Source: an optimization exercise on an open RTL-to-GDS flow (aim: a short achievable clock period and few clock cycles per item). Production flows keep margins and buffers that such runs may drop. The RTL was checked by simulation tests, not by an equivalence proof against the original design. No activity file was given, so power comes from the tool's default toggle rates.

## oak
Design armCore, start of the top module:
module armCore (
  input  wire logic        clk,
  input  wire logic        rstN,
  output logic             wbCyc,
  output logic             wbStb,
  output logic [31:0]      wbAdr,
  input  wire logic [31:0] wbDatI,
  input  wire logic        wbAck,
  output logic             retireValid,
  output logic [3:0]       retireReg,
  output logic [31:0]      retireData,
  output logic [3:0]       flags
);
  function automatic logic condOk(input logic [3:0] cc, input logic n, input logic z,
                                  input logic c, input logic v);
    case (cc)
      4'd0:  condOk = z;
      4'd1:  condOk = !z;
      4'd2:  condOk = c;
      4'd3:  condOk = !c;
      4'd4:  condOk = n;
      4'd5:  condOk = !n;
      4'd6:  condOk = v;
      4'd7:  condOk = !v;
      4'd8:  condOk = c && !z;
      4'd9:  condOk = !c || z;
      4'd10: condOk = n == v;
      4'd11: condOk = n != v;
      4'd12: condOk = !z && (n == v);
      4'd13: condOk = z || (n != v);
      4'd14: condOk = 1'b1;
      default: condOk = 1'b0;
    endcase
  endfunction
  function automatic logic [32:0] ksCarry(input logic [31:0] g, input logic [31:0] p,
                                          input logic ci);
    logic [31:0] gg;
    logic [31:0] pp;
    gg = g;
  ...
clock: 9.0 ns
lec_check: 0
abc_clock_period_in_ps: 1500
cap_margin: 30
core_margin: 2
core_utilization: 50
cts_cluster_diameter: 70
cts_cluster_size: 22
slew_margin: 30
standard.sh (not shown) runs the stock make flow with config.mk's settings and CLKGATE_MAP_FILE= SYNTH_SCRIPT=/design/flow/synth_recipe.tcl, a recipe that flattens the netlist after the stock synthesis.
==> flow/flow/run.sh <==
#!/bin/bash
set -euo pipefail
bash standard.sh SETUP_SLACK_MARGIN=${MARGIN:-6.35} finish > orfs_make.log 2>&1
oak completed end to end with timing, DRC and antenna clean.
Testbench counts of oak, summed over its fixed seeds: cycles 19,675, instrs 9,600.
Inputs modified between oak and pine:
==> flow/flow/run.sh <==
#!/bin/bash
set -euo pipefail
bash standard.sh SETUP_SLACK_MARGIN=${MARGIN:-6.35} SKIP_GATE_CLONING=1 finish > orfs_make.log 2>&1
==> comparison <==
- pine — mean number of vias per cell about 0.33% higher, oak as reference
- Of the two values seen for cell with the biggest individual delay on the critical path, dfxtp_2 was produced by pine and dfrtp_1 by oak.
- Reported for pine and oak, maximum level of the CTS H-tree turned out identical to the last digit.
- | clock power | oak vs pine | ≈ equal |
- Higher number of buffers and inverters on the critical path among pine and oak: pine
Inputs modified between pine and birch:
Settings: CTS_CLUSTER_SIZE removed (was 22); CTS_CLUSTER_DIAMETER removed (was 70); ABC_CLOCK_PERIOD_IN_PS changed from 1500 to 2000.
==> flow/flow/run.sh <==
#!/bin/bash
set -euo pipefail
bash standard.sh SETUP_SLACK_MARGIN=${MARGIN:-6.2} finish > orfs_make.log 2>&1
Findings:
- Compared with pine, birch shows a lower biggest fanout along the worst timing path.
- Higher area occupied by multi-input gates was reported by pine, not birch.
- [compare] base=pine new=birch: share of the final layout cell area in sequential cells rose 3.3 points, number of global-route vias before repair fell 2809, fmax fell about 0.7%, slack of the critical path fell 0.020 ns.
Input changes introduced in maple (baseline for comparison: birch):
Settings: ABC_CLOCK_PERIOD_IN_PS now 2800, was 2000.
==> notes.md <==
- [compare] base=birch new=maple: total via count after detailed routing level; max-capacitance violation count ~0 delta.
- Comparing birch against maple, there is no change at all in average detailed-routed wire length per instance.

---

Starting RTL as in the previous note.
Settings: LEC_CHECK=0, ABC_CLOCK_PERIOD_IN_PS=1500, CAP_MARGIN=30, CORE_MARGIN=2, CORE_UTILIZATION=50, CTS_CLUSTER_DIAMETER=70, CTS_CLUSTER_SIZE=22, SLEW_MARGIN=30; clock period 9.0 ns.
==> flow/flow/run.sh <==
#!/bin/bash
set -euo pipefail
bash standard.sh SETUP_SLACK_MARGIN=${MARGIN:-6.5} finish > orfs_make.log 2>&1
Testbench counts at the start, summed over its fixed seeds: cycles 19,675, instrs 9,600.
Rerun with:
==> flow/flow/run.sh (replaced) <==
#!/bin/bash
set -euo pipefail
bash standard.sh SETUP_SLACK_MARGIN=${MARGIN:-6.35} finish > orfs_make.log 2>&1
- ABC_CLOCK_PERIOD_IN_PS: 1500 -> 1000
- CORE_UTILIZATION: 50 -> 55
Final area came out lower by 2.9%. Non-clock buffer count came out lower by 48. Sequential cell count stays the same.
Rerun with:
- ABC_CLOCK_PERIOD_IN_PS: 1000 -> 1500
- CORE_UTILIZATION: 55 -> 50
- CTS_CLUSTER_DIAMETER: 70 -> default
- CTS_CLUSTER_SIZE: 22 -> default
What happened: The new run passed the timing, design-rule and antenna checks; via count came out lower by 0.68%; total power climbs by 15%; wire length grows by 1.8%; cell area increases by 3.5%; fmax came out higher by 1.2%; global-route usage decreases by 1.8 points.

-- re-timing with driven ports --
In the flow no input, the clock included, has a driving cell. The finished layouts below were timed again as built, in two steps. Step 1 assumes that a clkbuf_16 drives the clock port and a buf_2 every other input. Step 2 moves the port delays by t, midway between the first and last clock arrival at a register: inputs arrive t later, outputs are due t later. That takes back most of the time a late clock gives input paths. Three values: ideal, step 1, step 2; two values: the first two.
run | shift t [ns] | slack for setup (ns) | hold WS [ns] | worst data-port slew with drivers (ns) | pins driven straight from the clock port
oak | 0.711 | 6.023 / 5.953 / 5.556 | 0.329 / 0.329 / 0.329 | 0.05 | 1
pine | 0.717 | 6.006 / 5.937 / 5.580 | 0.329 / 0.329 / 0.329 | 0.05 | 1
birch | 0.740 | 5.986 / 5.928 / 5.490 | 0.324 / 0.324 / 0.324 | 0.05 | 1
maple | 0.740 | 5.986 / 5.928 / 5.490 | 0.324 / 0.324 / 0.324 | 0.05 | 1
the first run of note 2 | 0.760 | 5.948 / 5.894 / 5.591 | 0.328 / 0.328 / 0.328 | 0.09 | 1
the second run of note 2 | 0.750 | 5.946 / 5.907 / 5.542 | 0.334 / 0.334 / 0.334 | 0.15 | 1
the third run of note 2 | 0.739 | 5.984 / 5.910 / 5.515 | 0.326 / 0.326 / 0.326 | 0.05 | 1
After both steps setup and hold are still met in every run listed.
